Background: an optimization exercise with open tools, aiming at small area and a short achievable clock period. Do not read the settings as production practice. Function was checked by simulation only, so behaviour that the tests miss may differ from the original. Power is estimated from default activity; no workload was simulated.

**design/flow/run.sh**
```bash
#!/bin/bash
# synth_recipe.tcl (not shown) runs the flow's synth.tcl, then flattens the netlist and writes it again
# the make line also repeats each setting of config.mk as NAME=value (left out here)
make -C /OpenROAD-flow-scripts/flow DESIGN_CONFIG=/design/flow/config.mk WORK_HOME=/design/flow/orfs CLKGATE_MAP_FILE= SYNTH_SCRIPT=/design/flow/synth_recipe.tcl finish
```
**design/flow/config.mk**
```make
export PLATFORM = sky130hd
export DESIGN_NAME = mips_core
export DESIGN_NICKNAME = mips_core
export VERILOG_FILES = /design/flow/design.v
export SDC_FILE = /design/flow/constraint.sdc
export NUM_CORES = 4
export LEC_CHECK = 0
export CAP_MARGIN = 20
export CORE_MARGIN = 2
export CORE_UTILIZATION = 40
export SLEW_MARGIN = 20
```
**design/flow/constraint.sdc**
```tcl
create_clock -name core_clock -period 12.5 [get_ports {clk}]
set_input_delay 2.5000 -clock core_clock [delete_from_list [all_inputs] [get_ports {clk}]]
set_output_delay 2.5000 -clock core_clock [all_outputs]
set_load 0.01 [all_outputs]
```
**design/flow/design.v**
```verilog
`default_nettype none
package mips_isa_pkg;
  typedef logic [31:0] word_t;
  typedef logic [4:0]  reg_idx_t;
  localparam logic [5:0] op_rtype = 6'h00;
  localparam logic [5:0] op_j     = 6'h02;
  localparam logic [5:0] op_jal   = 6'h03;
  localparam logic [5:0] op_addiu = 6'h09;
  localparam logic [5:0] op_ori   = 6'h0d;
  localparam logic [5:0] op_lui   = 6'h0f;
  localparam logic [5:0] fn_jr      = 6'h08;
  localparam logic [5:0] fn_syscall = 6'h0c;
  localparam logic [5:0] fn_addu    = 6'h21;
  localparam logic [5:0] fn_subu    = 6'h23;
  localparam logic [5:0] fn_and     = 6'h24;
  localparam logic [5:0] fn_or      = 6'h25;
  localparam logic [5:0] fn_slt     = 6'h2a;
endpackage
`default_nettype wire
`default_nettype none
package mips_core_pkg;
  localparam int IW = 29;
  localparam logic [2:0] cls_r     = 3'b000;
  localparam logic [2:0] cls_addiu = 3'b001;
  localparam logic [2:0] cls_ori   = 3'b010;
  localparam logic [2:0] cls_lui   = 3'b011;
  localparam logic [2:0] cls_j     = 3'b100;
  localparam logic [2:0] cls_jal   = 3'b101;
  localparam logic [2:0] sub_addu = 3'd0;
  localparam logic [2:0] sub_subu = 3'd1;
  localparam logic [2:0] sub_and  = 3'd2;
  localparam logic [2:0] sub_or   = 3'd3;
  localparam logic [2:0] sub_slt  = 3'd4;
  localparam logic [2:0] sub_jr   = 3'd5;
  localparam logic [2:0] sub_sys  = 3'd6;
  localparam logic [2:0] sub_nop  = 3'd7;
endpackage
`default_nettype wire
`timescale 1ns/1ps
`default_nettype none
module regfile
(
  input  logic                   clk,
  input  logic                   rst_n,
  input  logic                   we,
  input  mips_isa_pkg::reg_idx_t waddr,
  input  mips_isa_pkg::word_t    wdata,
  input  mips_isa_pkg::reg_idx_t rs,
  input  mips_isa_pkg::reg_idx_t rt,
  input  logic                   rt_en,
  output mips_isa_pkg::word_t    read1,
  output mips_isa_pkg::word_t    read2,
  output logic                   v0_print,
  output logic                   v0_exit,
  output mips_isa_pkg::word_t    a0
);
  wire [31:0][31:0] term1;
  wire [31:0][31:0] term2;
  assign term1[0] = '0;
  assign term2[0] = '0;
  for (genvar i = 1; i < 32; i++) begin : g_reg
    logic        wen;
    logic        live;
    logic [31:0] q;
    assign wen = we && (waddr == 5'(i));
    if (i == 4) begin : g_a0
      always_ff @(posedge clk or negedge rst_n) begin
        if (!rst_n) begin
          q <= '0;
        end else if (wen) begin
          q <= wdata;
        end
      end
      assign live = 1'b1;
    end else begin : g_plain
      logic valid_q;
      always_ff @(posedge clk or negedge rst_n) begin
        if (!rst_n) begin
          valid_q <= 1'b0;
        end else if (wen) begin
          valid_q <= 1'b1;
        end
      end
      always_ff @(posedge clk) begin
        if (wen) begin
          q <= wdata;
        end
      end
      assign live = valid_q;
    end
    assign term1[i] = (rs == 5'(i) && live) ? q : 32'd0;
    assign term2[i] = (rt_en && rt == 5'(i) && live) ? q : 32'd0;
    if (i == 2) begin : g_v0
      assign v0_print = live & (q == 32'd1);
      assign v0_exit  = live & (q == 32'd10);
    end
    if (i == 4) begin : g_a0_out
      assign a0 = q;
    end
  end
  always_comb begin
    read1 = '0;
    read2 = '0;
    for (int i = 1; i < 32; i++) begin
      read1 = read1 | term1[i];
      read2 = read2 | term2[i];
    end
  end
endmodule
`default_nettype wire
`timescale 1ns/1ps
`default_nettype none
module alu
(
  input  logic                op_add,
  input  logic                op_sub,
  input  logic                op_and,
  input  logic                op_or,
  input  logic                op_slt,
  input  mips_isa_pkg::word_t a,
  input  mips_isa_pkg::word_t b,
  output mips_isa_pkg::word_t result
);
  mips_isa_pkg::word_t sum;
  mips_isa_pkg::word_t diff;
  logic                lt;
  assign sum  = a + b;
  assign diff = a - b;
  assign lt   = (a[31] ^ b[31]) ? a[31] : diff[31];
  assign result = ({32{op_add}} & sum)
                | ({32{op_sub}} & diff)
                | ({32{op_and}} & (a & b))
                | ({32{op_or}}  & (a | b))
                | {31'd0, op_slt & lt};
endmodule
`default_nettype wire
`timescale 1ns/1ps
`default_nettype none
module predecoder
(
  input  mips_isa_pkg::word_t              instr,
  output logic [mips_core_pkg::IW-1:0]     code
);
  logic [5:0] opcode;
  logic [5:0] funct;
  logic [4:0] rs;
  logic [4:0] rt;
  logic [4:0] rd;
  assign opcode = instr[31:26];
  assign funct  = instr[5:0];
  assign rs     = instr[25:21];
  assign rt     = instr[20:16];
  assign rd     = instr[15:11];
  function automatic logic [mips_core_pkg::IW-1:0] rgrp(input logic [4:0] s, input logic [4:0] d,
                                                       input logic [4:0] t, input logic [2:0] sub);
    rgrp = {mips_core_pkg::cls_r, s, d, t, 8'h00, sub};
  endfunction
  always_comb begin
    code = rgrp(5'd0, 5'd0, 5'd0, mips_core_pkg::sub_nop);
    case (opcode)
      mips_isa_pkg::op_rtype: begin
        case (funct)
          mips_isa_pkg::fn_addu:    code = rgrp(rs, rd, rt, mips_core_pkg::sub_addu);
          mips_isa_pkg::fn_subu:    code = rgrp(rs, rd, rt, mips_core_pkg::sub_subu);
          mips_isa_pkg::fn_and:     code = rgrp(rs, rd, rt, mips_core_pkg::sub_and);
          mips_isa_pkg::fn_or:      code = rgrp(rs, rd, rt, mips_core_pkg::sub_or);
          mips_isa_pkg::fn_slt:     code = rgrp(rs, rd, rt, mips_core_pkg::sub_slt);
          mips_isa_pkg::fn_jr:      code = rgrp(rs, 5'd0, rt, mips_core_pkg::sub_jr);
          mips_isa_pkg::fn_syscall: code = rgrp(rs, 5'd0, rt, mips_core_pkg::sub_sys);
          default: ;
        endcase
      end
      mips_isa_pkg::op_addiu: code = {mips_core_pkg::cls_addiu, rs, rt, instr[15:0]};
      mips_isa_pkg::op_ori:   code = {mips_core_pkg::cls_ori, rs, rt, instr[15:0]};
      mips_isa_pkg::op_lui:   code = {mips_core_pkg::cls_lui, 5'd0, rt, instr[15:0]};
      mips_isa_pkg::op_j:     code = {mips_core_pkg::cls_j, instr[25:0]};
      mips_isa_pkg::op_jal:   code = {mips_core_pkg::cls_jal, instr[25:0]};
      default: ;
    endcase
  end
endmodule
module decoder
(
  input  logic [mips_core_pkg::IW-1:0] code,
  output mips_isa_pkg::reg_idx_t       rs,
  output mips_isa_pkg::reg_idx_t       rt,
  output mips_isa_pkg::reg_idx_t       waddr,
  output logic                         is_r,
  output logic                         is_jal,
  output logic                         is_jr,
  output logic                         is_j,
  output logic                         is_syscall,
  output logic                         op_add,
  output logic                         op_sub,
  output logic                         op_and,
  output logic                         op_or,
  output logic                         op_slt,
  output mips_isa_pkg::word_t          imm,
  output logic [25:0]                  jidx
);
  logic       jump;
  logic [1:0] cls;
  logic [2:0] sub;
  logic       is_addiu;
  logic       is_ori;
  logic       is_lui;
  assign jump = code[28];
  assign cls  = code[27:26];
  assign sub  = code[2:0];
  assign rs    = code[25:21];
  assign rt    = code[15:11];
  assign jidx  = code[25:0];
  assign is_j     = jump;
  assign is_jal   = jump & code[26];
  assign is_r     = ~jump & (cls == 2'b00);
  assign is_addiu = ~jump & (cls == 2'b01);
  assign is_ori   = ~jump & (cls == 2'b10);
  assign is_lui   = ~jump & (cls == 2'b11);
  assign waddr = jump ? {5{code[26]}} : code[20:16];
  assign is_jr      = is_r & (sub == mips_core_pkg::sub_jr);
  assign is_syscall = is_r & (sub == mips_core_pkg::sub_sys);
  assign op_add = (is_r & (sub == mips_core_pkg::sub_addu)) | is_addiu;
  assign op_sub = is_r & (sub == mips_core_pkg::sub_subu);
  assign op_and = is_r & (sub == mips_core_pkg::sub_and);
  assign op_or  = (is_r & (sub == mips_core_pkg::sub_or)) | is_ori | is_lui;
  assign op_slt = is_r & (sub == mips_core_pkg::sub_slt);
  assign imm[15:0]  = is_lui ? 16'h0000 : code[15:0];
  assign imm[31:16] = is_lui ? code[15:0] : {16{is_addiu & code[15]}};
endmodule
`default_nettype wire
`timescale 1ns/1ps
`default_nettype none
module fetch_unit
(
  input  logic                         clk,
  input  logic                         wr_en,
  input  logic [5:0]                   wr_addr,
  input  logic [mips_core_pkg::IW-1:0] wr_code,
  input  logic [5:0]                   faddr,
  input  logic                         fwd,
  output logic [mips_core_pkg::IW-1:0] instr
);
  logic [mips_core_pkg::IW-1:0] imem [64];
  always_ff @(posedge clk) begin
    if (wr_en) begin
      imem[wr_addr] <= wr_code;
    end
  end
  always_ff @(posedge clk) begin
    instr <= fwd ? wr_code : imem[faddr];
  end
endmodule
`default_nettype wire
`timescale 1ns/1ps
`default_nettype none
module syscall_unit
(
  input  logic clk,
  input  logic rst_n,
  input  logic run,
  input  logic is_syscall,
  input  logic v0_print,
  input  logic v0_exit,
  input  logic sys_ack,
  output logic st_run,
  output logic st_wdone,
  output logic st_idle,
  output logic commit,
  output logic sys_req,
  output logic halted
);
  logic st_drop;
  logic sys_go;
  assign st_idle = ~(st_run | st_wdone | sys_req | st_drop | halted);
  assign commit  = st_run & run;
  assign sys_go  = commit & is_syscall;
  always_ff @(posedge clk or negedge rst_n) begin
    if (!rst_n) begin
      st_run   <= 1'b0;
      st_wdone <= 1'b0;
      sys_req  <= 1'b0;
      st_drop  <= 1'b0;
      halted   <= 1'b0;
    end else begin
      st_run   <= (st_idle & run) | (commit & ~is_syscall) | st_wdone;
      st_wdone <= (sys_go & ~v0_print & ~v0_exit) | (st_drop & ~sys_ack);
      sys_req  <= (sys_go & v0_print) | (sys_req & ~sys_ack);
      st_drop  <= (sys_req & sys_ack) | (st_drop & sys_ack);
      halted   <= (sys_go & v0_exit) | halted;
    end
  end
endmodule
`default_nettype wire
`timescale 1ns/1ps
`default_nettype none
module mips_core
#(
  parameter int IMEM_DEPTH = 64
) (
  input  logic                          clk,
  input  logic                          rst_n,
  input  logic                          run,
  input  logic                          prog_we,
  input  logic [$clog2(IMEM_DEPTH)-1:0] prog_addr,
  input  mips_isa_pkg::word_t           prog_data,
  output logic                          sys_req,
  output mips_isa_pkg::word_t           sys_code,
  output mips_isa_pkg::word_t           sys_arg,
  input  logic                          sys_ack,
  output logic                          halted
);
  localparam int IW = mips_core_pkg::IW;
  logic [IW-1:0]          prog_code;
  logic [IW-1:0]          instr;
  logic [5:0]             faddr;
  logic                   fwd;
  mips_isa_pkg::word_t    pc_q;
  mips_isa_pkg::word_t    pc_plus4;
  mips_isa_pkg::word_t    next_pc;
  logic                   st_run;
  logic                   st_wdone;
  logic                   st_idle;
  logic                   commit;
  mips_isa_pkg::reg_idx_t rs;
  mips_isa_pkg::reg_idx_t rt;
  mips_isa_pkg::reg_idx_t waddr;
  logic                   is_r;
  logic                   is_jal;
  logic                   is_jr;
  logic                   is_j;
  logic                   is_syscall;
  logic                   op_add;
  logic                   op_sub;
  logic                   op_and;
  logic                   op_or;
  logic                   op_slt;
  mips_isa_pkg::word_t    imm;
  logic [25:0]            jidx;
  mips_isa_pkg::word_t    read1;
  mips_isa_pkg::word_t    read2;
  mips_isa_pkg::word_t    alu_b;
  mips_isa_pkg::word_t    alu_result;
  mips_isa_pkg::word_t    wdata;
  logic                   v0_print;
  logic                   v0_exit;
  predecoder u_pre (
    .instr(prog_data),
    .code (prog_code)
  );
  fetch_unit u_fetch (
    .clk    (clk),
    .wr_en  (prog_we & ~run),
    .wr_addr(prog_addr),
    .wr_code(prog_code),
    .faddr  (faddr),
    .fwd    (fwd),
    .instr  (instr)
  );
  decoder u_dec (
    .code      (instr),
    .rs        (rs),
    .rt        (rt),
    .waddr     (waddr),
    .is_r      (is_r),
    .is_jal    (is_jal),
    .is_jr     (is_jr),
    .is_j      (is_j),
    .is_syscall(is_syscall),
    .op_add    (op_add),
    .op_sub    (op_sub),
    .op_and    (op_and),
    .op_or     (op_or),
    .op_slt    (op_slt),
    .imm       (imm),
    .jidx      (jidx)
  );
  syscall_unit u_ctl (
    .clk       (clk),
    .rst_n     (rst_n),
    .run       (run),
    .is_syscall(is_syscall),
    .v0_print  (v0_print),
    .v0_exit   (v0_exit),
    .sys_ack   (sys_ack),
    .st_run    (st_run),
    .st_wdone  (st_wdone),
    .st_idle   (st_idle),
    .commit    (commit),
    .sys_req   (sys_req),
    .halted    (halted)
  );
  assign pc_plus4 = {pc_q[31:2] + 30'd1, pc_q[1:0]};
  always_comb begin
    if (is_jr) begin
      next_pc = read1;
    end else if (is_j) begin
      next_pc = {pc_plus4[31:28], jidx, 2'b00};
    end else begin
      next_pc = pc_plus4;
    end
  end
  always_ff @(posedge clk) begin
    if (st_run) begin
      pc_q <= next_pc;
    end else if (st_idle) begin
      pc_q <= '0;
    end
  end
  assign faddr = st_run ? next_pc[7:2] : (st_idle ? 6'd0 : pc_q[7:2]);
  assign fwd   = st_wdone & prog_we & ~run & (prog_addr == pc_q[7:2]);
  regfile u_rf (
    .clk     (clk),
    .rst_n   (rst_n),
    .we      (commit),
    .waddr   (waddr),
    .wdata   (wdata),
    .rs      (rs),
    .rt      (rt),
    .rt_en   (is_r),
    .read1   (read1),
    .read2   (read2),
    .v0_print(v0_print),
    .v0_exit (v0_exit),
    .a0      (sys_arg)
  );
  assign alu_b = read2 | (is_r ? 32'd0 : imm);
  alu u_alu (
    .op_add(op_add),
    .op_sub(op_sub),
    .op_and(op_and),
    .op_or (op_or),
    .op_slt(op_slt),
    .a     (read1),
    .b     (alu_b),
    .result(alu_result)
  );
  assign wdata = is_jal ? pc_plus4 : alu_result;
  assign sys_code = 32'd1;
endmodule
`default_nettype wire
```
==> flow_summary_export.csv, run 1 <==
group,metric,value,unit
detailed_routing,drt-total-wl,537000,um
clock_tree,cts.root.buffer_cell,"clkbuf_16",
yosys,ys.warnings.count,5,
detailed_routing,drt_iter0_drc,16500,
worst_setup_path,crit_family,"compound AO/OA/AOI/OAI gates",
power_and_ir_drop,largest_voltage_drop_on_the_vdd_net,131,uV
worst_setup_path,cp.required,13130,ps
job,cap_viol_max_count,0,
clock_tree,htreeDepth,5,
yosys,syn_avg_cell_area,12.9,sq um
floorplan,rows,205,
floorplan,boundaryPins,109,
worst_setup_path,setup.reg_to_reg.worst_slack,3040,ps
global_route,grt_remaining_overflow,0,
yosys,synth-edff-count,2848,
power_and_ir_drop,power.density,142,mW/mm^2
yosys,synth_seq_cells,2944,
global_route,grt_pass1_vias,87500,
worst_setup_path,worstPathCellList,"nand2b_1 -> nor3_2 -> buf_4 -> buf_4 -> a2111o_1 -> nor4_1 -> nand4_1 -> ha_1 -> o21bai_1 -> a21oi_1 -> o2111ai_1 -> o41ai_1 -> buf_4 -> o31ai_1 -> a221oi_1 -> o31ai_1 -> a221oi_1 -> fa_1 -> a22oi_1 -> o32ai_1 -> nor3_1 -> nor2_4",
yosys,share_of_synthesized_area_occupied_by_flip_flops_and_latches,0.700,
timing,fmaxAchievable,0.106,GHz
power_and_ir_drop,intPower,16.0,mW
timing,layout_min_cycle_time,9460,ps
placed_design,finalWeightedCongestion,0.983,
yosys,number_of_library_cell_types_mapped_by_synthesis,95,
global_route,grtUsageTotal,0.328,
clock_tree,path_clk_slew,60,ps
finish,drive_gt1_frac,0.110,
detailed_routing,drt_pre_antenna_iters,10,
yosys,synthArstFlopShare,0.0228,
floorplan,area_of_the_placeable_core,0.312,sq mm
clock_tree,clockBufferDepth,4,
finish,fillCellCount,27700,
worst_setup_path,cpMostUsedCell,"buf_4",
yosys,synth_top_flop_cell,"edfxtp_1",
timing,timing_max_transition_violations_final,0,
power_and_ir_drop,cellLeakagePower,47.2,nW
finish,area_of_the_multi_input_gates,0.0353,sq mm
timing,tightest_slew,1250,ps
global_route,grt_start_max_net_pins,161,
clock_tree,cts_tree,"yes",
timing,report.final.setup_viol,0,
floorplan,die_w,564,um
worst_setup_path,worstSetupEndpointType,"flop",
worst_hold_path,hold_class,"reg -> reg",
detailed_routing,drt-vias-per-instance,6.59,
timing,tns,0,ps
timing,rsz0062_at_grt,"false",
floorplan,initial_core_util,0.402,
yosys,syn_inst,9684,
worst_setup_path,timing.critical_path.slowest_cell_delay,890,ps
power_and_ir_drop,share_comb_of_total_power,0.011,
timing,slew-limit-headroom,0.166,
power_and_ir_drop,netSwitchingFraction,0.208,
clock_tree,post_cts.repair.setup_buffers,0,
clock_tree,numCtsBuffers,319,
clock_tree,cts.sink_count,2944,
timing,skew,69.9,ps
floorplan,dieArea,0.318,sq mm
clock_tree,postCtsResizedCells,0,
worst_setup_path,critPathSlowestCell,"dfxtp_1",
detailed_routing,drt-wirelength-per-cell,38.0,um
worst_setup_path,arrival,10100,ps
global_route,wire_length_of_the_first_global_routing_pass,722000,um
global_route,grt_antenna_before_repair,37,
yosys,netlist_area_pre_place,0.125,sq mm
power_and_ir_drop,p_clk_frac,0.457,
detailed_routing,dr_total_vias,93200,
timing,portion_of_the_clock_cycle_consumed_by_the_worst_path_in_the_final_layout,0.757,
detailed_routing,final_antenna_net_count,0,
worst_setup_path,timing.critical_path.from_type,"flop",
power_and_ir_drop,sequential_share_of_power,0.532,
placed_design,placement.io_buffers,76,
clock_tree,insertion_delay_of_the_later_clocked_pin_in_the_worst_skew_pair,970,ps
detailed_routing,drc,0,
placed_design,dpl.hpwl,317000,um
floorplan,die_h,564,um
finish,syn2layout_area_growth,13.4,%
worst_setup_path,worst-path-max-fanout,30,
finish,fin_nets,9877,
status,run_status,"finished clean",
worst_setup_path,critPathKind,"reg -> reg",
clock_tree,post_cts_hold_buffers,0,
finish,finalCoreUtilization,0.456,
timing,finalHoldViolCount,0,
worst_setup_path,critical_path_buf_inv_count,3,
power_and_ir_drop,p_sw,4.22,mW
finish,final-seq-area,0.0878,sq mm
## worst min-delay path, stage by stage (launching register included)
cell and delay [ps]:
dfrtp_1 380, inv_1 50, o41ai_1 60
## per-layer routing
layer	wire length, um	GRT usage	vias to the layer above
li1	-	-	37300
met1	191000	0.404	46800
met2	242000	0.514	7082
met3	61700	0.0860	1989
met4	41900	0.209	6
met5	40	0	-
## path summary, 6_finish.rpt
| check | startpoint | end | cells past startpoint |
|---|---|---|---|
| hold reg to reg | u_ctl.halted$_DFF_PN0_ | u_ctl.halted$_DFF_PN0_ | 2 |
| min in group asynchronous | rst_n | u_ctl.st_wdone$_DFF_PN0_ | 1 |
| max in group asynchronous | rst_n | u_rf.g_reg[4].q[29]$_DFFE_PN0P_ | 2 |
| setup reg to reg | u_fetch.instr[22]$_DFF_P_ | u_rf.g_reg[25].q[0]$_DFFE_PP_ | 22 |
| setup / recovery | u_fetch.instr[22]$_DFF_P_ | u_rf.g_reg[25].q[0]$_DFFE_PP_ | 22 |
| hold / removal | u_ctl.halted$_DFF_PN0_ | u_ctl.halted$_DFF_PN0_ | 2 |
## final cells by class
class	count	share of cell area
flip-flops and latches	2944	0.617
clock inverters	164	0.0112
inverters	107	0.00283
well taps	4140	0.0364
diodes	13	0.000229
clock buffers	408	0.0597
multi-input cells	5953	0.249
repair buffers	408	0.0235
## per-stage QoR
| stage | worst slack, ps | area [sq um] | hold WS (ps) | std cells | total power, mW |
|---|---|---|---|---|---|
| 2_1_floorplan | 5310 | 125000 | 426 | 9714 | 11.1 |
| 3_3_place_gp | 3480 | 132000 | 501 | 13600 | 11.2 |
| 3_5_place_dp | 3350 | 132000 | 498 | 13600 | 11.2 |
| 4_1_cts | 3300 | 142000 | 520 | 14100 | 20.3 |
| 5_1_grt | 2840 | 142000 | 548 | 14100 | 20.7 |
| 6_report | 3040 | 142000 | 522 | 14100 | 20.2 |
## sequential cells by signal (all words and copies together) (netlist names)
register,cells
u_ctl.halted,1
u_ctl.sys_req,1
u_ctl.st_run,1
u_rf.g.g_plain.valid_q,30
u_fetch.instr,29
u_ctl.st_wdone,1
u_rf.g.q,992
u_fetch.imem,1856
u_ctl.st_drop,1
pc_q,32
## power groups by stage
stage	clock network, mW	logic (mW)	registers (mW)
finish	9.25	0.224	10.8
global placement	0	0.215	11.0
floorplan	0	0.0992	11.0
global route	9.69	0.234	10.8
CTS	9.31	0.220	10.8
detailed placement	0	0.220	11.0
## layout by cell type (no fill, tap or decap), types with 32 or more instances in the layout
| cell | instances |
|---|---|
| clkdlybuf4s50_1 | 75 |
| and3_2 | 55 |
| nor3_1 | 52 |
| or2_2 | 32 |
| clkinv_2 | 37 |
| nor2_1 | 167 |
| edfxtp_1 | 2848 |
| clkinv_1 | 60 |
| ha_1 | 98 |
| nor2_4 | 101 |
| mux2i_1 | 87 |
| a211oi_1 | 47 |
| a222oi_1 | 32 |
| a22o_1 | 200 |
| inv_1 | 106 |
| buf_4 | 326 |
| a311oi_1 | 58 |
| or4_1 | 45 |
| o22ai_1 | 46 |
| clkbuf_1 | 76 |
| conb_1 | 32 |
| a221oi_1 | 221 |
| dfrtp_1 | 67 |
| a31oi_1 | 69 |
| nand4_1 | 116 |
| and3_1 | 136 |
| clkbuf_16 | 323 |
| nand2_1 | 1843 |
| and4_1 | 38 |
| a21oi_1 | 264 |
| o21ai_0 | 105 |
| nand3_1 | 1040 |
| a22oi_1 | 544 |
## Yosys cell counts (18+ instances only)
master | n | area [sq um]
a2111oi_0 | 23 | 201
a211oi_1 | 48 | 360
a21o_1 | 23 | 173
a21oi_1 | 275 | 1380
a221oi_1 | 221 | 1940
a222oi_1 | 32 | 320
a22o_1 | 210 | 1840
a22oi_1 | 545 | 4090
a311oi_1 | 58 | 508
a31oi_1 | 74 | 463
and2_1 | 32 | 200
and3_1 | 191 | 1190
and4_1 | 38 | 333
buf_1 | 102 | 383
buf_2 | 182 | 911
buf_4 | 42 | 315
clkbuf_1 | 379 | 1420
dfrtp_1 | 67 | 1680
dfxtp_1 | 29 | 581
edfxtp_1 | 2848 | 85500
ha_1 | 98 | 1230
inv_1 | 106 | 398
mux2_2 | 22 | 248
mux2i_1 | 87 | 871
nand2_1 | 1845 | 6930
nand3_1 | 1040 | 5200
nand4_1 | 116 | 726
nor2_1 | 266 | 998
nor2b_1 | 21 | 131
nor3_1 | 55 | 275
nor4_1 | 18 | 113
o21ai_0 | 111 | 556
o21ai_1 | 24 | 120
o21bai_1 | 19 | 143
o22ai_1 | 46 | 288
or2_2 | 32 | 200
or4_1 | 45 | 338
xnor2_1 | 26 | 228
## cells by family (layout without fill, tap and decap cells)
logic type / count (synthesis) / in the layout / synth area share
AND/OR/NAND/NOR: 3796 / 3796 / 0.139
flip-flops: 2944 / 2944 / 0.700
AO/OA/AOI/OAI: 1874 / 1874 / 0.110
buffers and inverters: 817 / 1087 / 0.0278
multiplexers: 109 / 109 / 0.00893
adder cells (fa/ha/maj): 101 / 101 / 0.0103
XOR/XNOR: 41 / 41 / 0.00287
other: 2 / 45 / 0.0000599
==> run 2, diff against run 1 <==
--- a/design/flow/design.v
+++ b/design/flow/design.v
@@ -45,11 +45,11 @@
   input  logic                   we,
   input  mips_isa_pkg::reg_idx_t waddr,
   input  mips_isa_pkg::word_t    wdata,
-  input  mips_isa_pkg::reg_idx_t rs,
-  input  mips_isa_pkg::reg_idx_t rt,
-  input  logic                   rt_en,
+  input  logic [31:1]            rs_sel,
+  input  logic [31:1]            rt_sel,
   output mips_isa_pkg::word_t    read1,
   output mips_isa_pkg::word_t    read2,
+  output logic [31:1]            live_next,
   output logic                   v0_print,
   output logic                   v0_exit,
   output mips_isa_pkg::word_t    a0
@@ -88,8 +88,9 @@
       end
       assign live = valid_q;
     end
-    assign term1[i] = (rs == 5'(i) && live) ? q : 32'd0;
-    assign term2[i] = (rt_en && rt == 5'(i) && live) ? q : 32'd0;
+    assign live_next[i] = live | wen;
+    assign term1[i] = rs_sel[i] ? q : 32'd0;
+    assign term2[i] = rt_sel[i] ? q : 32'd0;
     if (i == 2) begin : g_v0
       assign v0_print = live & (q == 32'd1);
       assign v0_exit  = live & (q == 32'd10);
@@ -110,6 +111,35 @@
 `default_nettype wire
 `timescale 1ns/1ps
 `default_nettype none
+module ks_add32
+(
+  input  logic [31:0] a,
+  input  logic [31:0] b,
+  input  logic        cin,
+  output logic [31:0] sum
+);
+  logic [31:0] p0;
+  logic [5:0][31:0] g;
+  logic [5:0][31:0] p;
+  assign p0 = a ^ b;
+  always_comb begin
+    g[0] = a & b;
+    p[0] = p0;
+    g[0][0] = (a[0] & b[0]) | (p0[0] & cin);
+    for (int l = 1; l < 6; l++) begin
+      for (int i = 0; i < 32; i++) begin
+        if (i >= (1 << (l - 1))) begin
+          g[l][i] = g[l-1][i] | (p[l-1][i] & g[l-1][i - (1 << (l - 1))]);
+          p[l][i] = p[l-1][i] & p[l-1][i - (1 << (l - 1))];
+        end else begin
+          g[l][i] = g[l-1][i];
+          p[l][i] = p[l-1][i];
+        end
+      end
+    end
+  end
+  assign sum = p0 ^ {g[5][30:0], cin};
+endmodule
 module alu
 (
   input  logic                op_add,
@@ -117,6 +147,7 @@
   input  logic                op_and,
   input  logic                op_or,
   input  logic                op_slt,
+  input  logic                op_lui,
   input  mips_isa_pkg::word_t a,
   input  mips_isa_pkg::word_t b,
   output mips_isa_pkg::word_t result
@@ -124,13 +155,24 @@
   mips_isa_pkg::word_t sum;
   mips_isa_pkg::word_t diff;
   logic                lt;
-  assign sum  = a + b;
-  assign diff = a - b;
-  assign lt   = (a[31] ^ b[31]) ? a[31] : diff[31];
+  ks_add32 u_add (
+    .a  (a),
+    .b  (b),
+    .cin(1'b0),
+    .sum(sum)
+  );
+  ks_add32 u_sub (
+    .a  (a),
+    .b  (~b),
+    .cin(1'b1),
+    .sum(diff)
+  );
+  assign lt = (a[31] ^ b[31]) ? a[31] : diff[31];
   assign result = ({32{op_add}} & sum)
                 | ({32{op_sub}} & diff)
                 | ({32{op_and}} & (a & b))
                 | ({32{op_or}}  & (a | b))
+                | ({32{op_lui}} & b)
                 | {31'd0, op_slt & lt};
 endmodule
 `default_nettype wire
@@ -172,7 +214,7 @@
       end
       mips_isa_pkg::op_addiu: code = {mips_core_pkg::cls_addiu, rs, rt, instr[15:0]};
       mips_isa_pkg::op_ori:   code = {mips_core_pkg::cls_ori, rs, rt, instr[15:0]};
-      mips_isa_pkg::op_lui:   code = {mips_core_pkg::cls_lui, 5'd0, rt, instr[15:0]};
+      mips_isa_pkg::op_lui:   code = {mips_core_pkg::cls_lui, rs, rt, instr[15:0]};
       mips_isa_pkg::op_j:     code = {mips_core_pkg::cls_j, instr[25:0]};
       mips_isa_pkg::op_jal:   code = {mips_core_pkg::cls_jal, instr[25:0]};
       default: ;
@@ -195,6 +237,7 @@
   output logic                         op_and,
   output logic                         op_or,
   output logic                         op_slt,
+  output logic                         op_lui,
   output mips_isa_pkg::word_t          imm,
   output logic [25:0]                  jidx
 );
@@ -222,7 +265,8 @@
   assign op_add = (is_r & (sub == mips_core_pkg::sub_addu)) | is_addiu;
   assign op_sub = is_r & (sub == mips_core_pkg::sub_subu);
   assign op_and = is_r & (sub == mips_core_pkg::sub_and);
-  assign op_or  = (is_r & (sub == mips_core_pkg::sub_or)) | is_ori | is_lui;
+  assign op_or  = (is_r & (sub == mips_core_pkg::sub_or)) | is_ori;
+  assign op_lui = is_lui;
   assign op_slt = is_r & (sub == mips_core_pkg::sub_slt);
   assign imm[15:0]  = is_lui ? 16'h0000 : code[15:0];
   assign imm[31:16] = is_lui ? code[15:0] : {16{is_addiu & code[15]}};
@@ -235,19 +279,44 @@
   input  logic                         clk,
   input  logic                         wr_en,
   input  logic [5:0]                   wr_addr,
+  input  mips_isa_pkg::word_t          wr_data,
   input  logic [mips_core_pkg::IW-1:0] wr_code,
   input  logic [5:0]                   faddr,
   input  logic                         fwd,
-  output logic [mips_core_pkg::IW-1:0] instr
+  input  logic [31:1]                  live_next,
+  output logic [mips_core_pkg::IW-1:0] instr,
+  output logic [31:1]                  rs_sel,
+  output logic [31:1]                  rt_sel
 );
   logic [mips_core_pkg::IW-1:0] imem [64];
+  logic [mips_core_pkg::IW-1:0] rd_code;
+  logic                         rd_r;
+  logic                         wr_r;
+  logic [31:1]                  rs_dec;
+  logic [31:1]                  rt_dec;
   always_ff @(posedge clk) begin
     if (wr_en) begin
       imem[wr_addr] <= wr_code;
     end
   end
+  assign rd_code = imem[faddr];
+  assign rd_r = (rd_code[28:26] == mips_core_pkg::cls_r);
+  assign wr_r = (wr_data[31:26] == mips_isa_pkg::op_rtype);
+  always_comb begin
+    for (int i = 1; i < 32; i++) begin
+      if (fwd) begin
+        rs_dec[i] = (wr_data[25:21] == 5'(i));
+        rt_dec[i] = wr_r && (wr_data[20:16] == 5'(i));
+      end else begin
+        rs_dec[i] = (rd_code[25:21] == 5'(i));
+        rt_dec[i] = rd_r && (rd_code[15:11] == 5'(i));
+      end
+    end
+  end
   always_ff @(posedge clk) begin
-    instr <= fwd ? wr_code : imem[faddr];
+    instr  <= fwd ? wr_code : rd_code;
+    rs_sel <= rs_dec & live_next;
+    rt_sel <= rt_dec & live_next;
   end
 endmodule
 `default_nettype wire
@@ -312,6 +381,9 @@
   localparam int IW = mips_core_pkg::IW;
   logic [IW-1:0]          prog_code;
   logic [IW-1:0]          instr;
+  logic [31:1]            rs_sel;
+  logic [31:1]            rt_sel;
+  logic [31:1]            live_next;
   logic [5:0]             faddr;
   logic                   fwd;
   mips_isa_pkg::word_t    pc_q;
@@ -334,6 +406,7 @@
   logic                   op_and;
   logic                   op_or;
   logic                   op_slt;
+  logic                   op_lui;
   mips_isa_pkg::word_t    imm;
   logic [25:0]            jidx;
   mips_isa_pkg::word_t    read1;
@@ -351,10 +424,14 @@
     .clk    (clk),
     .wr_en  (prog_we & ~run),
     .wr_addr(prog_addr),
+    .wr_data(prog_data),
     .wr_code(prog_code),
     .faddr  (faddr),
     .fwd    (fwd),
-    .instr  (instr)
+    .live_next(live_next),
+    .instr  (instr),
+    .rs_sel (rs_sel),
+    .rt_sel (rt_sel)
   );
   decoder u_dec (
     .code      (instr),
@@ -371,6 +448,7 @@
     .op_and    (op_and),
     .op_or     (op_or),
     .op_slt    (op_slt),
+    .op_lui    (op_lui),
     .imm       (imm),
     .jidx      (jidx)
   );
@@ -389,7 +467,11 @@
     .sys_req   (sys_req),
     .halted    (halted)
   );
-  assign pc_plus4 = {pc_q[31:2] + 30'd1, pc_q[1:0]};
+  assign pc_plus4[1:0] = pc_q[1:0];
+  assign pc_plus4[2]   = ~pc_q[2];
+  for (genvar i = 3; i < 32; i++) begin : g_inc
+    assign pc_plus4[i] = pc_q[i] ^ (&pc_q[i-1:2]);
+  end
   always_comb begin
     if (is_jr) begin
       next_pc = read1;
@@ -414,11 +496,11 @@
     .we      (commit),
     .waddr   (waddr),
     .wdata   (wdata),
-    .rs      (rs),
-    .rt      (rt),
-    .rt_en   (is_r),
+    .rs_sel  (rs_sel),
+    .rt_sel  (rt_sel),
     .read1   (read1),
     .read2   (read2),
+    .live_next(live_next),
     .v0_print(v0_print),
     .v0_exit (v0_exit),
     .a0      (sys_arg)
@@ -430,6 +512,7 @@
     .op_and(op_and),
     .op_or (op_or),
     .op_slt(op_slt),
+    .op_lui(op_lui),
     .a     (read1),
     .b     (alu_b),
     .result(alu_result)
==> design/flow/flow/run.sh (new file) <==
#!/bin/bash
set -euo pipefail
bash standard.sh SETUP_SLACK_MARGIN=8 TNS_END_PERCENT=0 finish > flow_make.log 2>&1
==> design/flow/standard.sh (new file) <==
#!/bin/bash
# synth_recipe.tcl (not shown) runs the flow's synth.tcl, then flattens the netlist and writes it again
# the make line also repeats each setting of config.mk as NAME=value (left out here)
make -C /OpenROAD-flow-scripts/flow DESIGN_CONFIG=/design/flow/config.mk WORK_HOME=/design/flow/orfs CLKGATE_MAP_FILE= SYNTH_SCRIPT=/design/flow/synth_recipe.tcl "${@:-finish}"
--- a/design/flow/config.mk
+++ b/design/flow/config.mk
@@ -6,6 +6,10 @@
 export NUM_CORES = 4
 export LEC_CHECK = 0
 export CAP_MARGIN = 20
+export CELL_PAD_IN_SITES_DETAIL_PLACEMENT = 1
+export CELL_PAD_IN_SITES_GLOBAL_PLACEMENT = 1
 export CORE_MARGIN = 2
 export CORE_UTILIZATION = 40
+export CTS_CLUSTER_DIAMETER = 60
+export CTS_CLUSTER_SIZE = 30
 export SLEW_MARGIN = 20
removed: design/flow/run.sh
==> run 2 against run 1 <==
Routed wire length rose by 8.3%; sequential power barely moved; highest routed layer unchanged; global-route usage rose by 2.3 points; area after synthesis rose by 1.3%; via count rose by 2.9%; design area rose by 4.2%; synthesized cell count fell by 5.2%; sequential cell count rose by 62; clock skew rose by 67 ps; clock power fell by 8.6%; setup slack improved by 3700 ps; largest cell class unchanged.
==> flow_summary_export.csv, run 2 <==
group,metric,value,unit
worst_setup_path,worstSetupEndpointType,"flop",
clock_tree,cts.root.buffer_cell,"clkbuf_16",
detailed_routing,drc,0,
clock_tree,insertion_delay_of_the_later_clocked_pin_in_the_worst_skew_pair,1030,ps
finish,stdcell_count,13900,
global_route,grtUsageTotal,0.352,
clock_tree,numCtsBuffers,240,
timing,tns,0,ps
timing,tightest_slew,1330,ps
detailed_routing,drt-total-wl,582000,um
yosys,share_of_synthesized_area_occupied_by_flip_flops_and_latches,0.701,
placed_design,pre_cts_slack,5050,ps
detailed_routing,dr_total_vias,95900,
finish,syn2layout_area_growth,16.6,%
clock_tree,post_cts_hold_buffers,0,
global_route,grt_start_max_net_pins,151,
yosys,netlist_area_pre_place,0.127,sq mm
detailed_routing,drt_pre_antenna_iters,13,
clock_tree,cts.sink_count,3006,
worst_setup_path,critPathKind,"reg -> reg",
timing,portion_of_the_clock_cycle_consumed_by_the_worst_path_in_the_final_layout,0.462,
finish,fillCellCount,31100,
timing,timing_max_transition_violations_final,0,
floorplan,die_h,567,um
finish,finalCoreUtilization,0.469,
floorplan,dieArea,0.322,sq mm
yosys,syn_avg_cell_area,13.8,sq um
global_route,grt_remaining_overflow,0,
finish,max_reg_flops,1856,
finish,final_cell_mix,"edfxtp_1 (2848), nand2_1 (1284), a22oi_1 (730)",
yosys,ys_top_cells_by_area,"edfxtp_1 (67%), a22oi_1 (4.3%), nand2_1 (3.8%)",
worst_setup_path,cp.required,13270,ps
worst_setup_path,arrival,6550,ps
yosys,yosysTopAreaCellShare,0.673,
global_route,wire_length_of_the_first_global_routing_pass,787000,um
yosys,synth.most_common_cell,"edfxtp_1",
timing,timing.final.ws_setup,6720,ps
clock_tree,cts_tree,"yes",
finish,max_flop_register,"u_fetch.imem",
yosys,synth_top_cells_by_count,"edfxtp_1 (2848), nand2_1 (1296), a22oi_1 (734), clkbuf_1 (365), a21oi_1 (345)",
clock_tree,clockBufferDepth,4,
finish,mostFrequentLayoutCell,"edfxtp_1",
power_and_ir_drop,power,19.6,mW
worst_setup_path,timing.critical_path.from_type,"flop",
worst_hold_path,hold_class,"reg -> reg",
yosys,syn_inst,9184,
floorplan,rows,206,
global_route,grt_antenna_before_repair,42,
placed_design,dpl.hpwl,308000,um
yosys,synthArstFlopShare,0.0223,
yosys,ys.warnings.count,6,
global_route,grt_pass1_vias,93800,
placed_design,finalWeightedCongestion,0.957,
timing,finalHoldViolCount,0,
detailed_routing,drt-wirelength-per-cell,42.0,um
timing,rsz0062_at_grt,"true",
clock_tree,path_clk_slew,80,ps
timing,skew,137,ps
timing,fmaxAchievable,0.173,GHz
detailed_routing,drt-vias-per-instance,6.92,
yosys,synth_seq_cells,3006,
detailed_routing,final_antenna_net_count,0,
timing,layout_min_cycle_time,5780,ps
yosys,number_of_library_cell_types_mapped_by_synthesis,108,
yosys,synthDominantAreaCellType,"edfxtp_1",
job,cap_viol_max_count,0,
finish,final-seq-area,0.0892,sq mm
placed_design,placement.io_buffers,76,
floorplan,boundaryPins,109,
detailed_routing,drt_iter0_drc,16000,
clock_tree,htreeDepth,4,
yosys,synth-edff-count,2848,
finish,fin_nets,9582,
timing,report.final.setup_viol,0,
power_and_ir_drop,power.density,132,mW/mm^2
floorplan,area_of_the_placeable_core,0.315,sq mm
worst_setup_path,worst-path-max-fanout,16,
finish,drive_gt1_frac,0.170,
floorplan,initial_core_util,0.403,
floorplan,die_w,567,um
power_and_ir_drop,largest_voltage_drop_on_the_vdd_net,145,uV
timing,slew-limit-headroom,0.106,
finish,registers_with_the_highest_flip_flop_counts,"u_fetch.imem: 1856 flops, u_rf.g.q: 992 flops, pc_q: 32 flops",
status,run_status,"finished clean",
placed_design,place.detailed.instances,13100,
yosys,synth_top_flop_cell,"edfxtp_1",
power_and_ir_drop,cellLeakagePower,47.3,nW
finish,area_of_the_multi_input_gates,0.0371,sq mm
[run 2: final timing paths]
check,depth (start not counted),startpoint,endpoint,slack (ps)
min in group asynchronous,1,rst_n,u_rf.g_reg[4].q[27]$_DFFE_PN0P_,1560
max in group asynchronous,2,rst_n,u_rf.g_reg[4].q[19]$_DFFE_PN0P_,9630
hold reg to reg,2,u_rf.g_reg[25].g_plain.valid_q$_DFFE_PN0P_,u_rf.g_reg[25].g_plain.valid_q$_DFFE_PN0P_,470
setup / recovery,25,u_fetch.rt_sel[14]$_DFF_P_,u_rf.g_reg[12].q[31]$_DFFE_PP_,6720
hold / removal,2,u_rf.g_reg[25].g_plain.valid_q$_DFFE_PN0P_,u_rf.g_reg[25].g_plain.valid_q$_DFFE_PN0P_,470
setup reg to reg,25,u_fetch.rt_sel[14]$_DFF_P_,u_rf.g_reg[12].q[31]$_DFFE_PP_,6720
[run 2: report_power, final]
group          switching, mW  total [mW]  internal [mW]
combinational          0.159       0.211         0.0518
clock                   4.39        8.45           4.06
sequential           0.00835        10.9           10.9
[run 2: worst max-delay path, stage by stage (launching register included)]
cell and delay [ps]:
dfxtp_4 360, buf_4 180, bufbuf_16 360, a22oi_1 290, nand4_1 190, nor4_4 720, nand2_2 180, ha_4 350
inv_2 70, a21oi_4 210, nand3b_1 150, o21ai_4 220, a21oi_4 90, a311oi_2 330, nor3_2 90, o21ba_2 220
nor2_1 80, nor2_1 70, nor2_2 140, fa_2 470, nor2_2 130, a211oi_2 50, o221ai_2 100, a21boi_4 260
buf_12 130, buf_16 110
[run 2: logic make-up after synthesis]
logic type,synth area share
flip-flops,0.701
AND/OR/NAND/NOR,0.0949
AO/OA/AOI/OAI,0.140
buffers and inverters,0.0288
multiplexers,0.0210
adder cells (fa/ha/maj),0.0104
XOR/XNOR,0.00421
other,0.0000591
[run 2: what timing repair did]
action | in CTS | in global routing
setup buffers | 225 | 5
endpoints found under the setup margin | 4137 | 4697
pin swaps | 118 | 26
cloned | 36 | 0
resized for setup | 578 | 20
endpoints found under the hold margin | 0 | 0
[run 2: per-layer routing]
metal,part of all wire,wire (um),global-route usage
met5,0.00046,266,0.00149
met4,0.082,47900,0.228
met3,0.11,64800,0.0920
met2,0.44,258000,0.542
met1,0.36,211000,0.438
[run 2: metrics by stage]
stage / instance area (sq um) / hold WS (ps)
after floorplan: 127000 / 427
after global placement: 134000 / 448
after detailed placement: 134000 / 454
after CTS: 148000 / 474
after global routing: 148000 / 491
final: 148000 / 468
[run 2: layout make-up]
cell class,instances,area share
Sequential cell,3006,0.602
Clock inverter,201,0.0171
Clock buffer,252,0.0415
Multi-Input combinational cell,5402,0.250
Tap cell,4160,0.0351
Inverter,134,0.00341
Antenna cell,50,0.000845
Timing Repair Buffer,651,0.0493
==> run 3, diff against run 2 <==
==> design/flow/run.sh (new file) <==
#!/bin/bash
# synth_recipe.tcl (not shown) runs the flow's synth.tcl, then flattens the netlist and writes it again
# the make line also repeats each setting of config.mk as NAME=value (left out here)
make -C /OpenROAD-flow-scripts/flow DESIGN_CONFIG=/design/flow/config.mk WORK_HOME=/design/flow/orfs CLKGATE_MAP_FILE= SYNTH_SCRIPT=/design/flow/synth_recipe.tcl finish
--- a/design/flow/config.mk
+++ b/design/flow/config.mk
@@ -12,4 +12,6 @@
 export CORE_UTILIZATION = 40
 export CTS_CLUSTER_DIAMETER = 60
 export CTS_CLUSTER_SIZE = 30
+export SETUP_SLACK_MARGIN = 5
 export SLEW_MARGIN = 20
+export TNS_END_PERCENT = 0
removed: design/flow/flow/run.sh
removed: design/flow/standard.sh
==> run 3 against run 2 <==
Highest routed layer unchanged; synthesized cell count stayed put; core utilization decreased by 1.8 points; critical endpoint is now u_fetch.rt_sel[7]$_DFF_P_; die area did not move; setup slack got worse by 1800 ps; clock power is essentially flat; power is essentially flat; clock-buffer cell count down 2; worst hold slack got worse by 3.0 ps; sequential share of layout area grew 2.3 points; non-clock buffer count is 251 lower; final cell count down 2.2%; routed wire length down 6.5%.
==> flow_summary_export.csv, run 3 <==
group,metric,value,unit
detailed_routing,drt-total-wl,544000,um
worst_hold_path,worst_hold_path.num_cells,1,
worst_hold_path,hold_sp,"u_rf.g_reg[18].g_plain.valid_q$_DFFE_PN0P_",
global_route,grt_pass1_vias,91200,
yosys,ys_top_cells_by_area,"edfxtp_1 (67%), a22oi_1 (4.3%), nand2_1 (3.8%)",
global_route,wire_length_of_the_first_global_routing_pass,743000,um
finish,max_flop_register,"u_fetch.imem",
floorplan,dieArea,0.322,sq mm
floorplan,boundaryPins,109,
timing,tightest_slew,1280,ps
clock_tree,cts.sink_count,3006,
power_and_ir_drop,power,19.6,mW
timing,rsz0062_at_grt,"true",
yosys,synth_seq_cells,3006,
floorplan,die_h,567,um
worst_setup_path,arrival,8330,ps
placed_design,finalWeightedCongestion,0.971,
job,cap_viol_max_count,0,
detailed_routing,dr_total_vias,92100,
placed_design,placement.io_buffers,76,
yosys,synth.most_common_cell,"edfxtp_1",
timing,finalHoldViolCount,0,
finish,registers_with_the_highest_flip_flop_counts,"u_fetch.imem: 1856 flops, u_rf.g.q: 992 flops, pc_q: 32 flops",
worst_setup_path,timing.critical_path.from_type,"flop",
global_route,grt_util_met3,0.0673,
floorplan,initial_core_util,0.403,
yosys,synthDominantAreaCellType,"edfxtp_1",
timing,tns,0,ps
timing,report.final.setup_viol,0,
power_and_ir_drop,largest_voltage_drop_on_the_vdd_net,165,uV
finish,final_cell_mix,"edfxtp_1 (2848), nand2_1 (1293), a22oi_1 (732)",
global_route,grtUsageTotal,0.329,
worst_hold_path,hold_class,"reg -> reg",
clock_tree,path_clk_slew,90,ps
floorplan,rows,206,
worst_hold_path,holdPathEnd,"u_rf.g_reg[18].g_plain.valid_q$_DFFE_PN0P_",
timing,skew,121,ps
worst_setup_path,worstSetupEndpointType,"flop",
worst_setup_path,critPathKind,"reg -> reg",
timing,layout_min_cycle_time,7530,ps
timing,portion_of_the_clock_cycle_consumed_by_the_worst_path_in_the_final_layout,0.603,
status,run_status,"finished clean",
clock_tree,insertion_delay_of_the_later_clocked_pin_in_the_worst_skew_pair,1000,ps
power_and_ir_drop,power.density,137,mW/mm^2
clock_tree,clockBufferDepth,4,
yosys,netlist_area_pre_place,0.127,sq mm
finish,mostFrequentLayoutCell,"edfxtp_1",
floorplan,die_w,567,um
finish,fin_nets,9320,
yosys,synth_top_flop_cell,"edfxtp_1",
global_route,grt_remaining_overflow,0,
clock_tree,cts.root.buffer_cell,"clkbuf_16",
finish,max_reg_flops,1856,
detailed_routing,drt-wirelength-per-cell,40.1,um
yosys,synthArstFlopShare,0.0223,
detailed_routing,drt_iter0_drc,15200,
clock_tree,numCtsBuffers,237,
worst_setup_path,critical_path.reg2reg.startpoint,"u_fetch.instr[28]$_DFF_P_",
yosys,ys.warnings.count,6,
global_route,grt_start_max_net_pins,141,
timing,timing_max_transition_violations_final,0,
worst_setup_path,reg2reg_to,"u_fetch.rt_sel[7]$_DFF_P_",
timing,slew-limit-headroom,0.142,
finish,drive_gt1_frac,0.124,
worst_setup_path,cp.required,13300,ps
yosys,synth-edff-count,2848,
worst_setup_path,reg2regPathDepth,15,
yosys,number_of_library_cell_types_mapped_by_synthesis,108,
finish,syn2layout_area_growth,12.2,%
detailed_routing,drc,0,
detailed_routing,final_antenna_net_count,0,
clock_tree,htreeDepth,4,
global_route,grt_antenna_before_repair,39,
placed_design,dpl.hpwl,311000,um
yosys,synth_top_cells_by_count,"edfxtp_1 (2848), nand2_1 (1296), a22oi_1 (734), clkbuf_1 (365), a21oi_1 (345)",
global_route,groute.layer.met2.usage,0.513,
global_route,grtUsageMet1,0.425,
yosys,yosysTopAreaCellShare,0.673,
detailed_routing,drt_pre_antenna_iters,17,
floorplan,area_of_the_placeable_core,0.315,sq mm
power_and_ir_drop,cellLeakagePower,45.0,nW
yosys,share_of_synthesized_area_occupied_by_flip_flops_and_latches,0.701,
detailed_routing,drt-vias-per-instance,6.80,
yosys,syn_avg_cell_area,13.8,sq um
clock_tree,cts_tree,"yes",
timing,whs,465,ps
yosys,syn_inst,9184,
worst_setup_path,setup.reg_to_reg.worst_slack,4970,ps
worst_setup_path,worst-path-max-fanout,36,
timing,fmaxAchievable,0.133,GHz
global_route,busiest_layer,"met2",
[run 3: cell types whose count changed in the layout (fill, tap and decap cells not counted), sizes merged, moves of 2 or more]
| cell | change |
|---|---|
| clkdlybuf4s50 | +2 |
| clkbuf | -2 |
| a21oi | -3 |
| bufbuf | -23 |
| nand2 | -2 |
| clkinv | -7 |
| diode | -33 |
| buf | -228 |
| and2 | -2 |
[run 3: layout make-up]
class | count | area (sq um)
multi-input combinational | 5394 | 35600
tap | 4160 | 5200
fill | 31400 | 173000
clock inverter | 197 | 2640
inverter | 134 | 503
antenna | 17 | 42.5
sequential | 3006 | 89100
timing repair buffer | 400 | 3340
clock buffer | 250 | 6070
[run 3: how the worst max path moves through the flow]
stage	end	slack, ps	start
final	u_fetch.rt_sel[7]$_DFF_P_	4970	u_fetch.instr[28]$_DFF_P_
after global routing	u_rf.g_reg[4].q[0]$_DFFE_PN0P_	4750	u_fetch.rt_sel[3]$_DFF_P_
after CTS	u_rf.g_reg[4].q[0]$_DFFE_PN0P_	4760	u_fetch.rt_sel[11]$_DFF_P_
after detailed placement	u_rf.g_reg[4].q[0]$_DFFE_PN0P_	4750	u_fetch.rt_sel[3]$_DFF_P_
after global placement	u_rf.g_reg[4].q[0]$_DFFE_PN0P_	3030	u_fetch.rt_sel[10]$_DFF_P_
after floorplan	u_fetch.imem[0][4]$_DFFE_PP_	5310	prog_data[27]
[run 3: through the flow]
step	utilization	setup WS (ps)	area (sq um)	std cells
floorplan	-	5310	127000	9214
global placement	0.423	3030	134000	13100
detailed placement	0.424	4750	134000	13100
CTS	0.451	4760	142000	13500
global route	0.452	4750	143000	13500
finish	0.452	4970	143000	13600
[run 3: critical path, cell delays in order (launching register included)]
cell and delay, ps:
dfxtp_1 310, buf_4 280, or4b_4 650, or2_1 400, a32o_1 470, nor2_4 520, buf_4 480, buf_4 650
nor2_2 100, buf_4 230, a22o_1 220, o21ai_0 820, nand3_1 640, nor2b_1 800, nand3_1 140, a21oi_1 540
[run 3: power by group]
group	switching (mW)	internal [mW]	total, mW
logic	0.152	0.0430	0.195
registers	0.00789	10.9	10.9
clock network	4.40	4.07	8.46
[run 3: repair_timing]
item,CTS,global route
pin swaps,1,2
hold endpoints to repair,0,0
resized for setup,2,8
cloned,0,1
setup endpoints to repair,61,77
hold buffers,0,0
buffers inserted,1,2
[run 3: logic make-up (layout without fill, tap and decap cells)]
| group | count (synthesis) | after routing | synth area share |
|---|---|---|---|
| flops | 3006 | 3006 | 0.701 |
| simple gates | 2596 | 2596 | 0.0949 |
| other cells | 2 | 49 | 0.0000591 |
| xor+xnor | 61 | 61 | 0.00421 |
| buf+inv | 815 | 981 | 0.0288 |
| compound gates | 2433 | 2434 | 0.140 |
| mux | 167 | 167 | 0.0210 |
| fa+ha+maj | 104 | 104 | 0.0104 |
[run 3: layer usage]
metal	up-vias	wire length, um
met2	6136	246000
met4	12	38500
met1	48000	205000
met3	1682	54700
li1	36300	-
met5	-	80

static timing again, ports no longer ideal:
The flow's constraints put no driver on any port. The routed layouts listed below were extracted and timed again, unchanged, in two steps.
Step 1: set_driving_cell puts a clkbuf_16 on clk and a buf_2 on each other input, an assumption about the parent block.
Step 2 moves the port delays by t, midway between the first and last clock arrival at a register: inputs arrive t later, outputs are due t later. That takes back most of the time a late clock gives input paths.
Slacks: no drivers / after step 1 / after step 2; pairs: no drivers / after step 1.
run	t, ns	slack for setup (ns)	clock arrival spread, ns	pins driven straight from the clock port
run 1	1.023	3.040 / 3.040 / 3.040	0.072 / 0.072	1
run 2	1.052	6.723 / 6.723 / 5.769	0.137 / 0.137	1
run 3	1.037	4.968 / 4.968 / 4.878	0.121 / 0.122	1
After both steps setup and hold are still met in every run listed. The setup slack of run 2, which loses most, moves by 0.000 ns with the drivers and by -0.954 ns with both steps.
